Context: an optimization exercise on an open-source flow, tuned for small area. The choices shown serve that exercise and are no tape-out recipe. RTL that was checked went through simulation tests only; none was proved equivalent to the original. The flow treats the clock pin as an ideal source, which a real chip does not have.

==> job 5335 <==
==> flow/design.v <==
package cpu_types_pkg;
   typedef logic [31:0] word_t;
   typedef logic [4:0]  reg_addr_t;
   typedef logic [4:0]  alu_op_t;    
   typedef logic [1:0]  wd_sel_t;
   localparam wd_sel_t wd_alu  = 2'd0;
   localparam wd_sel_t wd_pc4  = 2'd1;
   localparam wd_sel_t wd_load = 2'd3;
   typedef enum logic [1:0] {
      step_fetch  = 2'd0,
      step_decode = 2'd1,
      step_mem    = 2'd2,
      step_write  = 2'd3
   } step_t;
   typedef struct packed {
      logic    pc_enable;
      logic    pc_load;
      logic    reg_re1;
      logic    reg_re2;
      logic    reg_we;
      logic    alu_sel1;       
      logic    alu_sel2;       
      alu_op_t alu_op;
      logic    target_load;
      wd_sel_t wd_sel;
      logic    ram_addr_sel;   
      logic    inst_load;
      logic    inst_mux_sel;   
   } ctrl_t;
   typedef struct packed {
      logic [6:0] opcode;
      logic [2:0] funct3;
      logic       bit20;
      logic       bit30;
      logic       cmp_out;
   } decode_t;
endpackage
package isa_pkg;
   typedef enum logic [6:0] {
      OP_IMM   = 7'b0010011,
      LUI      = 7'b0110111,
      AUIPC    = 7'b0010111,
      OP       = 7'b0110011,
      JAL      = 7'b1101111,
      JALR     = 7'b1100111,
      BRANCH   = 7'b1100011,
      LOAD     = 7'b0000011,
      STORE    = 7'b0100011,
      MISC_MEM = 7'b0001111,
      SYSTEM   = 7'b1110011
   } opcode_t;
   localparam logic [2:0] f3_add_sub = 3'b000;
   localparam logic [2:0] f3_sll     = 3'b001;
   localparam logic [2:0] f3_slt     = 3'b010;
   localparam logic [2:0] f3_sltu    = 3'b011;
   localparam logic [2:0] f3_xor     = 3'b100;
   localparam logic [2:0] f3_srl_sra = 3'b101;
   localparam logic [2:0] f3_or      = 3'b110;
   localparam logic [2:0] f3_and     = 3'b111;
   localparam logic [2:0] f3_beq  = 3'b000;
   localparam logic [2:0] f3_bne  = 3'b001;
   localparam logic [2:0] f3_blt  = 3'b100;
   localparam logic [2:0] f3_bge  = 3'b101;
   localparam logic [2:0] f3_bltu = 3'b110;
   localparam logic [2:0] f3_bgeu = 3'b111;
endpackage
`timescale 1ns/1ps
module cpu_top (
   input  logic        clk,
   input  logic        reset,
   input  logic [31:0] ram_rdata,
   output logic [31:0] ram_addr,
   output logic [31:0] ram_wdata,
   output logic        ram_re,
   output logic        ram_we,
   output logic        halt
);
   logic [3:0]  c;
   logic        run;        
   logic [31:2] ir;
   logic [31:0] pc;         
   logic [27:0] sd;         
   logic [11:0] ea;         
   logic        alc;        
   logic        pcc;        
   logic        eq;         
   logic        cond;       
   logic [3:0]  sd_in;      
   logic [2:0]  ph;
   logic        f2;
   assign ph = c[2:0];
   assign f2 = c[3];
   logic [4:0] rs1, rs2, rd;
   logic [2:0] f3;
   logic i6, i5, i4, i3, i2;
   assign rs1 = ir[19:15];
   assign rs2 = ir[24:20];
   assign rd  = ir[11:7];
   assign f3  = ir[14:12];
   assign {i6, i5, i4, i3, i2} = ir[6:2];
   logic is_sys, is_jal, is_jalr, is_branch, is_lui, is_auipc;
   logic is_load, is_store, is_alu, is_op, is_shift, is_slt;
   assign is_sys    = i6 & i4;
   assign is_jal    = i3;
   assign is_jalr   = i6 & i2 & ~i3;
   assign is_branch = i6 & ~i4 & ~i2;
   assign is_lui    = ~i6 & i2 & i5;
   assign is_auipc  = ~i6 & i2 & ~i5;
   assign is_load   = ~i6 & ~i4 & ~i2 & ~i5;
   assign is_store  = ~i6 & ~i4 & ~i2 & i5;
   assign is_alu    = ~i6 & i4 & ~i2;
   assign is_op     = is_alu & i5;
   assign is_shift  = is_alu & (f3[1:0] == 2'b01);
   assign is_slt    = is_alu & (f3[2:1] == 2'b01);
   logic       fu, fj, fb, fs, fsb, sg;
   logic [3:0] imm_d;
   assign fu  = ~i6 & i2;           
   assign fj  = i3;                 
   assign fb  = i6 & ~i2;           
   assign fs  = ~i6 & i5 & ~i2;     
   assign fsb = fs | fb;
   assign sg  = ir[31];
   always_comb begin
      case (ph)
         3'd0:    imm_d = fu ? 4'b0 : {fsb ? ir[10:8] : ir[23:21],
                                       fs ? ir[7] : ~fsb & ~fj & ir[20]};
         3'd1:    imm_d = fu ? 4'b0 : fsb ? {ir[27:25], ir[11]} : ir[27:24];
         3'd2:    imm_d = fu ? 4'b0 : {fj ? ir[20] : fb ? ir[7] : sg, ir[30:28]};
         3'd3:    imm_d = (fu | fj) ? ir[15:12] : {4{sg}};
         3'd4:    imm_d = (fu | fj) ? ir[19:16] : {4{sg}};
         3'd5:    imm_d = fu ? ir[23:20] : {4{sg}};
         3'd6:    imm_d = fu ? ir[27:24] : {4{sg}};
         default: imm_d = fu ? ir[31:28] : {4{sg}};
      endcase
   end
   logic [127:0] taps;
   logic [3:0]   wd;
   logic         wen;
   assign taps[3:0] = 4'b0;
   for (genvar k = 1; k < 32; k++) begin : g_rf
      logic [31:0] r;
      always_ff @(posedge clk) begin
         r <= {(wen && rd == k) ? wd : r[3:0], r[31:4]};
      end
      assign taps[4*k +: 4] = r[3:0];
   end
   logic [3:0] pa, pb, pct;
   logic [63:0] a1, b1;
   logic [31:0] a2, b2;
   logic [15:0] a3, b3;
   logic [7:0]  a4, b4;
   for (genvar i = 0; i < 16; i++) begin : g_m1
      assign a1[4*i +: 4] = rs1[0] ? taps[8*i+4 +: 4] : taps[8*i +: 4];
      assign b1[4*i +: 4] = rs2[0] ? taps[8*i+4 +: 4] : taps[8*i +: 4];
   end
   for (genvar i = 0; i < 8; i++) begin : g_m2
      assign a2[4*i +: 4] = rs1[1] ? a1[8*i+4 +: 4] : a1[8*i +: 4];
      assign b2[4*i +: 4] = rs2[1] ? b1[8*i+4 +: 4] : b1[8*i +: 4];
   end
   for (genvar i = 0; i < 4; i++) begin : g_m3
      assign a3[4*i +: 4] = rs1[2] ? a2[8*i+4 +: 4] : a2[8*i +: 4];
      assign b3[4*i +: 4] = rs2[2] ? b2[8*i+4 +: 4] : b2[8*i +: 4];
   end
   for (genvar i = 0; i < 2; i++) begin : g_m4
      assign a4[4*i +: 4] = rs1[3] ? a3[8*i+4 +: 4] : a3[8*i +: 4];
      assign b4[4*i +: 4] = rs2[3] ? b3[8*i+4 +: 4] : b3[8*i +: 4];
   end
   assign pa = rs1[4] ? a4[7:4] : a4[3:0];
   assign pb = rs2[4] ? b4[7:4] : b4[3:0];
   assign pct = pc[3:0];
   logic       a_zero, a_pc, b_rs2, sub;
   logic [3:0] a, b, bx, logic_r, alu_out;
   logic [4:0] sum;
   logic       cin;
   assign a_zero = ~f2 & (is_lui | is_shift);
   assign a_pc   = f2 ? (is_jal | is_branch) : is_auipc;
   assign b_rs2  = ~f2 & (is_op | is_branch);
   assign sub    = ~f2 & (is_branch | is_slt | (is_op & f3 == 3'b000 & ir[30]) |
                          (is_shift & ~f3[2]));
   assign a  = a_zero ? 4'b0 : a_pc ? pct : pa;
   assign b  = b_rs2 ? pb : imm_d;
   assign bx = b ^ {4{sub}};
   assign cin = (ph == 3'd0) ? sub : alc;
   assign sum = {1'b0, a} + {1'b0, bx} + {4'b0, cin};
   always_comb begin
      case (f3[1:0])
         2'b10:   logic_r = a | b;
         2'b11:   logic_r = a & b;
         default: logic_r = a ^ b;
      endcase
   end
   assign alu_out = (is_alu & f3[2]) ? logic_r : sum[3:0];
   logic lt, cmp, eq_now;
   assign eq_now = (a == b) & (ph == 3'd0 | eq);
   assign lt  = ~sum[4] ^ ((is_branch ? ~f3[1] : ~f3[0]) & (a[3] ^ b[3]));
   assign cmp = is_branch ? ((f3[2] ? lt : eq_now) ^ f3[0]) : lt;
   logic [4:0] pca;
   logic       tgt;
   logic [3:0] pc_in;
   assign pca = {1'b0, pct} + {2'b0, f2 & ph == 3'd0, 2'b0} + {4'b0, ph != 3'd0 & pcc};
   assign tgt = is_jal | is_jalr | (is_branch & cond);
   always_comb begin
      if (!run)
         pc_in = 4'b0;
      else if (f2 & tgt)
         pc_in = {alu_out[3:1], alu_out[0] & (ph != 3'd0)};
      else
         pc_in = pca[3:0];
   end
   logic [2:0] q, ia;
   logic       left, vh;
   logic [3:0] ta, hv, shp, shd;
   logic [7:0] fun;
   assign q    = ea[4:2];
   assign left = ~f3[2] & (ea[4:0] != 5'd0);
   assign ia   = q + 3'd1;
   always_comb begin
      case (ia)
         3'd0:    ta = pa;
         3'd1:    ta = sd[3:0];
         3'd2:    ta = sd[7:4];
         3'd3:    ta = sd[11:8];
         3'd4:    ta = sd[15:12];
         3'd5:    ta = sd[19:16];
         3'd6:    ta = sd[23:20];
         default: ta = sd[27:24];
      endcase
   end
   assign vh  = ({1'b0, c} + {2'b0, q} <= 5'd14) ^ left;
   assign hv  = vh ? ta : {4{f3[2] & ir[30] & cond}};
   assign fun = {hv, shp} >> ea[1:0];
   assign shd = fun[3:0];
   logic [3:0] loadd;
   assign loadd = (ph == 3'd7) ? sd[27:24] : ram_rdata[4*ph +: 4];
   always_comb begin
      if (!f2)
         wd = alu_out;
      else if (is_jal | is_jalr)
         wd = pca[3:0];
      else if (is_load)
         wd = loadd;
      else if (is_slt)
         wd = {3'b0, cond & (ph == 3'd0)};
      else
         wd = shd;
   end
   logic w1, w2;
   assign w1  = (is_alu & ~is_shift & ~is_slt) | is_lui | is_auipc;
   assign w2  = is_jal | is_jalr | is_load | is_shift | is_slt;
   assign wen = run & (f2 ? w2 : w1);
   always_comb begin
      if (!f2)
         sd_in = is_store ? pb : pa;
      else if (is_load)
         sd_in = ram_rdata[31:28];
      else
         sd_in = pa;
   end
   always_ff @(posedge clk) begin
      pc  <= {pc_in, pc[31:4]};
      sd  <= {sd_in, sd[27:4]};
      alc <= sum[4];
      pcc <= pca[4];
      eq  <= eq_now;
      shp <= hv;
      if (c == 4'd7) cond <= is_shift ? pa[3] : cmp;
      if (c[3:2] == 2'b00 && c != 4'd3) ea <= {alu_out, ea[11:4]};
      if (c == 4'd15 && !halt) ir <= ram_rdata[31:2];
      if (reset) begin
         c   <= 4'd8;
         run <= 1'b0;
      end else begin
         c <= c + 4'd1;
         if (c == 4'd15) run <= 1'b1;
      end
   end
   assign halt      = run & is_sys;
   assign ram_we    = run & is_store & (c == 4'd7);
   assign ram_re    = ~ram_we;
   assign ram_addr  = {20'b0, (c == 4'd14) ? {pc[19:12], pc[11:10]} : ea[11:2], 2'b0};
   assign ram_wdata = {pb, sd};
endmodule
==> flow/flow/run.sh <==
#!/bin/bash
# Own flow: the standard layout with port buffers of the smallest buffer and a
# clock tree without dummy loads. Each tool's output goes to its own log.
export BUFFER_PORTS_ARGS="-buffer_cell sky130_fd_sc_hd__buf_1"
export CTS_ARGS="-sink_clustering_enable -repair_clock_nets -dont_use_dummy_load -buf_list sky130_fd_sc_hd__clkbuf_16 -sink_clustering_size 36 -sink_clustering_max_diameter 70"
bash standard.sh > standard.log 2>&1
==> flow/standard.sh <==
#!/bin/bash
# synth_recipe.tcl (not shown) runs the flow's synth.tcl, then flattens the netlist and writes it again
# the make line also repeats each setting of config.mk as NAME=value (left out here)
make -C /OpenROAD-flow-scripts/flow DESIGN_CONFIG=/design/flow/config.mk WORK_HOME=/design/flow/orfs CLKGATE_MAP_FILE= SYNTH_SCRIPT=/design/flow/synth_recipe.tcl "${@:-finish}"
==> flow/config.mk <==
export PLATFORM = sky130hd
export DESIGN_NAME = cpu_top
export DESIGN_NICKNAME = cpu_top
export VERILOG_FILES = /design/flow/design.v
export SDC_FILE = /design/flow/constraint.sdc
export NUM_CORES = 4
export LEC_CHECK = 0
export CAP_MARGIN = 0
export CORE_MARGIN = 2
export CORE_UTILIZATION = 60
export SLEW_MARGIN = 0
==> flow/constraint.sdc <==
create_clock -name core_clock -period 10.0 [get_ports {clk}]
set_input_delay 2.0000 -clock core_clock [delete_from_list [all_inputs] [get_ports {clk}]]
set_output_delay 2.0000 -clock core_clock [all_outputs]
set_load 0.01 [all_outputs]
==> job 7661 (differences from job 5335) <==
--- a/flow/design.v
+++ b/flow/design.v
@@ -80,5 +80,5 @@
    logic [31:2] ir;
    logic [31:0] pc;         
-   logic [27:0] sd;         
+   logic [31:0] sd;         
    logic [11:0] ea;         
    logic        alc;        
@@ -86,5 +86,4 @@
    logic        eq;         
    logic        cond;       
-   logic [3:0]  sd_in;      
    logic [2:0]  ph;
    logic        f2;
@@ -113,25 +112,19 @@
    assign is_shift  = is_alu & (f3[1:0] == 2'b01);
    assign is_slt    = is_alu & (f3[2:1] == 2'b01);
-   logic       fu, fj, fb, fs, fsb, sg;
+   logic [31:0] imm;
+   always_comb begin
+      if (~i6 & i2)
+         imm = {ir[31:12], 12'b0};
+      else if (i3)
+         imm = {{12{ir[31]}}, ir[19:12], ir[20], ir[30:21], 1'b0};
+      else if (i6 & ~i2)
+         imm = {{20{ir[31]}}, ir[7], ir[30:25], ir[11:8], 1'b0};
+      else if (~i6 & i5)
+         imm = {{21{ir[31]}}, ir[30:25], ir[11:7]};
+      else
+         imm = {{21{ir[31]}}, ir[30:20]};
+   end
    logic [3:0] imm_d;
-   assign fu  = ~i6 & i2;           
-   assign fj  = i3;                 
-   assign fb  = i6 & ~i2;           
-   assign fs  = ~i6 & i5 & ~i2;     
-   assign fsb = fs | fb;
-   assign sg  = ir[31];
-   always_comb begin
-      case (ph)
-         3'd0:    imm_d = fu ? 4'b0 : {fsb ? ir[10:8] : ir[23:21],
-                                       fs ? ir[7] : ~fsb & ~fj & ir[20]};
-         3'd1:    imm_d = fu ? 4'b0 : fsb ? {ir[27:25], ir[11]} : ir[27:24];
-         3'd2:    imm_d = fu ? 4'b0 : {fj ? ir[20] : fb ? ir[7] : sg, ir[30:28]};
-         3'd3:    imm_d = (fu | fj) ? ir[15:12] : {4{sg}};
-         3'd4:    imm_d = (fu | fj) ? ir[19:16] : {4{sg}};
-         3'd5:    imm_d = fu ? ir[23:20] : {4{sg}};
-         3'd6:    imm_d = fu ? ir[27:24] : {4{sg}};
-         default: imm_d = fu ? ir[31:28] : {4{sg}};
-      endcase
-   end
+   assign imm_d = imm[4*ph +: 4];
    logic [127:0] taps;
    logic [3:0]   wd;
@@ -146,26 +139,6 @@
    end
    logic [3:0] pa, pb, pct;
-   logic [63:0] a1, b1;
-   logic [31:0] a2, b2;
-   logic [15:0] a3, b3;
-   logic [7:0]  a4, b4;
-   for (genvar i = 0; i < 16; i++) begin : g_m1
-      assign a1[4*i +: 4] = rs1[0] ? taps[8*i+4 +: 4] : taps[8*i +: 4];
-      assign b1[4*i +: 4] = rs2[0] ? taps[8*i+4 +: 4] : taps[8*i +: 4];
-   end
-   for (genvar i = 0; i < 8; i++) begin : g_m2
-      assign a2[4*i +: 4] = rs1[1] ? a1[8*i+4 +: 4] : a1[8*i +: 4];
-      assign b2[4*i +: 4] = rs2[1] ? b1[8*i+4 +: 4] : b1[8*i +: 4];
-   end
-   for (genvar i = 0; i < 4; i++) begin : g_m3
-      assign a3[4*i +: 4] = rs1[2] ? a2[8*i+4 +: 4] : a2[8*i +: 4];
-      assign b3[4*i +: 4] = rs2[2] ? b2[8*i+4 +: 4] : b2[8*i +: 4];
-   end
-   for (genvar i = 0; i < 2; i++) begin : g_m4
-      assign a4[4*i +: 4] = rs1[3] ? a3[8*i+4 +: 4] : a3[8*i +: 4];
-      assign b4[4*i +: 4] = rs2[3] ? b3[8*i+4 +: 4] : b3[8*i +: 4];
-   end
-   assign pa = rs1[4] ? a4[7:4] : a4[3:0];
-   assign pb = rs2[4] ? b4[7:4] : b4[3:0];
+   assign pa  = taps[4*rs1 +: 4];
+   assign pb  = taps[4*rs2 +: 4];
    assign pct = pc[3:0];
    logic       a_zero, a_pc, b_rs2, sub;
@@ -176,6 +149,5 @@
    assign a_pc   = f2 ? (is_jal | is_branch) : is_auipc;
    assign b_rs2  = ~f2 & (is_op | is_branch);
-   assign sub    = ~f2 & (is_branch | is_slt | (is_op & f3 == 3'b000 & ir[30]) |
-                          (is_shift & ~f3[2]));
+   assign sub    = ~f2 & (is_branch | is_slt | (is_op & f3 == 3'b000 & ir[30]));
    assign a  = a_zero ? 4'b0 : a_pc ? pct : pa;
    assign b  = b_rs2 ? pb : imm_d;
@@ -208,29 +180,32 @@
          pc_in = pca[3:0];
    end
-   logic [2:0] q, ia;
-   logic       left, vh;
-   logic [3:0] ta, hv, shp, shd;
+   logic [2:0] q, ia, ib;
+   logic [1:0] sr;
+   logic       right, va, vb;
+   logic [3:0] ta, tb, fa, fb, fill, shd;
    logic [7:0] fun;
-   assign q    = ea[4:2];
-   assign left = ~f3[2] & (ea[4:0] != 5'd0);
-   assign ia   = q + 3'd1;
-   always_comb begin
-      case (ia)
-         3'd0:    ta = pa;
-         3'd1:    ta = sd[3:0];
-         3'd2:    ta = sd[7:4];
-         3'd3:    ta = sd[11:8];
-         3'd4:    ta = sd[15:12];
-         3'd5:    ta = sd[19:16];
-         3'd6:    ta = sd[23:20];
-         default: ta = sd[27:24];
-      endcase
-   end
-   assign vh  = ({1'b0, c} + {2'b0, q} <= 5'd14) ^ left;
-   assign hv  = vh ? ta : {4{f3[2] & ir[30] & cond}};
-   assign fun = {hv, shp} >> ea[1:0];
-   assign shd = fun[3:0];
+   assign q     = ea[4:2];
+   assign sr    = ea[1:0];
+   assign right = f3[2];
+   assign ia    = right ? q : 3'd0 - q;
+   assign ib    = right ? q + 3'd1 : 3'd7 - q;
+   assign ta    = sd[4*ia +: 4];
+   assign tb    = sd[4*ib +: 4];
+   assign va    = right ? ({1'b0, ph} + {1'b0, q} <= 4'd7) : (ph >= q);
+   assign vb    = right ? ({1'b0, ph} + {1'b0, q} <= 4'd6) : ({1'b0, ph} >= {1'b0, q} + 4'd1);
+   assign fill  = {4{right & ir[30] & cond}};
+   assign fa    = va ? ta : fill;
+   assign fb    = vb ? tb : fill;
+   always_comb begin
+      if (right) begin
+         fun = {fb, fa} >> sr;
+         shd = fun[3:0];
+      end else begin
+         fun = {fa, fb} << sr;
+         shd = fun[7:4];
+      end
+   end
    logic [3:0] loadd;
-   assign loadd = (ph == 3'd7) ? sd[27:24] : ram_rdata[4*ph +: 4];
+   assign loadd = (ph == 3'd7) ? sd[31:28] : ram_rdata[4*ph +: 4];
    always_comb begin
       if (!f2)
@@ -249,4 +224,5 @@
    assign w2  = is_jal | is_jalr | is_load | is_shift | is_slt;
    assign wen = run & (f2 ? w2 : w1);
+   logic [3:0] sd_in;
    always_comb begin
       if (!f2)
@@ -255,15 +231,16 @@
          sd_in = ram_rdata[31:28];
       else
-         sd_in = pa;
+         sd_in = sd[3:0];
    end
    always_ff @(posedge clk) begin
       pc  <= {pc_in, pc[31:4]};
-      sd  <= {sd_in, sd[27:4]};
+      sd  <= {sd_in, sd[31:4]};
       alc <= sum[4];
       pcc <= pca[4];
       eq  <= eq_now;
-      shp <= hv;
       if (c == 4'd7) cond <= is_shift ? pa[3] : cmp;
-      if (c[3:2] == 2'b00 && c != 4'd3) ea <= {alu_out, ea[11:4]};
+      if (c == 4'd0) ea[3:0]  <= alu_out;
+      if (c == 4'd1) ea[7:4]  <= alu_out;
+      if (c == 4'd2) ea[11:8] <= alu_out;
       if (c == 4'd15 && !halt) ir <= ram_rdata[31:2];
       if (reset) begin
@@ -279,4 +256,4 @@
    assign ram_re    = ~ram_we;
    assign ram_addr  = {20'b0, (c == 4'd14) ? {pc[19:12], pc[11:10]} : ea[11:2], 2'b0};
-   assign ram_wdata = {pb, sd};
+   assign ram_wdata = {pb, sd[31:4]};
 endmodule
==> flow/run.sh (new file) <==
#!/bin/bash
# synth_recipe.tcl (not shown) runs the flow's synth.tcl, then flattens the netlist and writes it again
# the make line also repeats each setting of config.mk as NAME=value (left out here)
make -C /OpenROAD-flow-scripts/flow DESIGN_CONFIG=/design/flow/config.mk WORK_HOME=/design/flow/orfs CLKGATE_MAP_FILE= SYNTH_SCRIPT=/design/flow/synth_recipe.tcl finish
- CAP_MARGIN: 0 -> 20
- CORE_UTILIZATION: 60 -> 40
- SLEW_MARGIN: 0 -> 20
removed: flow/flow/run.sh
removed: flow/standard.sh
==> job 1980 (differences from job 5335) <==
--- a/flow/design.v
+++ b/flow/design.v
@@ -80,5 +80,5 @@
    logic [31:2] ir;
    logic [31:0] pc;         
-   logic [27:0] sd;         
+   logic [31:0] sd;         
    logic [11:0] ea;         
    logic        alc;        
@@ -210,19 +210,20 @@
    logic [2:0] q, ia;
    logic       left, vh;
-   logic [3:0] ta, hv, shp, shd;
+   logic [3:0] s0, ta, hv, shp, shd;
    logic [7:0] fun;
    assign q    = ea[4:2];
    assign left = ~f3[2] & (ea[4:0] != 5'd0);
    assign ia   = q + 3'd1;
+   assign s0   = f2 ? sd[3:0] : sd_in;
    always_comb begin
       case (ia)
-         3'd0:    ta = pa;
-         3'd1:    ta = sd[3:0];
-         3'd2:    ta = sd[7:4];
-         3'd3:    ta = sd[11:8];
-         3'd4:    ta = sd[15:12];
-         3'd5:    ta = sd[19:16];
-         3'd6:    ta = sd[23:20];
-         default: ta = sd[27:24];
+         3'd0:    ta = s0;
+         3'd1:    ta = sd[7:4];
+         3'd2:    ta = sd[11:8];
+         3'd3:    ta = sd[15:12];
+         3'd4:    ta = sd[19:16];
+         3'd5:    ta = sd[23:20];
+         3'd6:    ta = sd[27:24];
+         default: ta = sd[31:28];
       endcase
    end
@@ -232,5 +233,5 @@
    assign shd = fun[3:0];
    logic [3:0] loadd;
-   assign loadd = (ph == 3'd7) ? sd[27:24] : ram_rdata[4*ph +: 4];
+   assign loadd = (ph == 3'd7) ? sd[31:28] : ram_rdata[4*ph +: 4];
    always_comb begin
       if (!f2)
@@ -255,9 +256,9 @@
          sd_in = ram_rdata[31:28];
       else
-         sd_in = pa;
+         sd_in = sd[3:0];
    end
    always_ff @(posedge clk) begin
       pc  <= {pc_in, pc[31:4]};
-      sd  <= {sd_in, sd[27:4]};
+      sd  <= {sd_in, sd[31:4]};
       alc <= sum[4];
       pcc <= pca[4];
@@ -265,5 +266,7 @@
       shp <= hv;
       if (c == 4'd7) cond <= is_shift ? pa[3] : cmp;
-      if (c[3:2] == 2'b00 && c != 4'd3) ea <= {alu_out, ea[11:4]};
+      if (c == 4'd0) ea[3:0]  <= alu_out;
+      if (c == 4'd1) ea[7:4]  <= alu_out;
+      if (c == 4'd2) ea[11:8] <= alu_out;
       if (c == 4'd15 && !halt) ir <= ram_rdata[31:2];
       if (reset) begin
@@ -279,4 +282,4 @@
    assign ram_re    = ~ram_we;
    assign ram_addr  = {20'b0, (c == 4'd14) ? {pc[19:12], pc[11:10]} : ea[11:2], 2'b0};
-   assign ram_wdata = {pb, sd};
+   assign ram_wdata = {pb, sd[31:4]};
 endmodule
==> results.toml <==
[clocking]
cts_sinks = 1111

[sta]
fin_ws_ps = 4510
fin_crit_sh_pct = 54.9
max-slew-margin-rel_pct = 17.1

[run_status]
outcome = "timing/DRC/antenna clean"
# the run above: job 1980

==> results.toml <==
[run_status]
outcome = "timing/DRC/antenna clean"

[finish]
largest_reg_flops = 992
utilization_pct = 64.6

[sta]
fin_crit_sh_pct = 57.1
fin_ws_ps = 4290

[setup_path]
cp_num_cells = 18
path_cells = "clkinv_1 > ha_1 > or4_1 > nor2_1 > o22ai_1 > o2111ai_1 > o21ai_1 > xor2_1 > fa_1 > inv_1 > fa_1 > xor2_1 > a21oi_1 > a221oi_1 > a21oi_4 > buf_4 > nor3_1 > a21oi_1"

[clocking]
cts_sinks = 1107
# the run above: job 5335

==> results.toml <==
[run_status]
outcome = "timing/DRC/antenna clean"

[sta]
max-slew-margin-rel_pct = 26.4

[route]
dr_wl_met2_mm = 29.7

[clocking]
cts_sinks = 1107

[synth]
yosys.area.top_type = "dfxtp_1"

[finish]
buffers = 106

[power]
p_leak_nw = 14.0
# the run above: job 7661

The RTL of job 5335 and job 1980 was laid out without a check of its function.

[static timing again, ports no longer ideal]
How much do the figures lean on ideal ports? The routed layouts below were timed once more, with nothing changed but the port constraints.
Step 1 assumes that a clkbuf_16 drives the clock port and a buf_2 every other input.
Step 2 also shifts input and output timing later by t, the mid clock arrival at the registers, as if the neighbouring blocks saw the same clock.
Three values: ideal, step 1, step 2; two values: the first two.
run	t, ns	setup WS [ns]	clock arrival spread, ns
job 5335	0.638	4.289 / 4.289 / 4.289	0.102 / 0.102
job 7661	0.704	4.219 / 4.158 / 4.335	0.052 / 0.051
job 1980	0.637	4.509 / 4.509 / 4.509	0.092 / 0.091
After both steps every run listed still meets setup and hold.
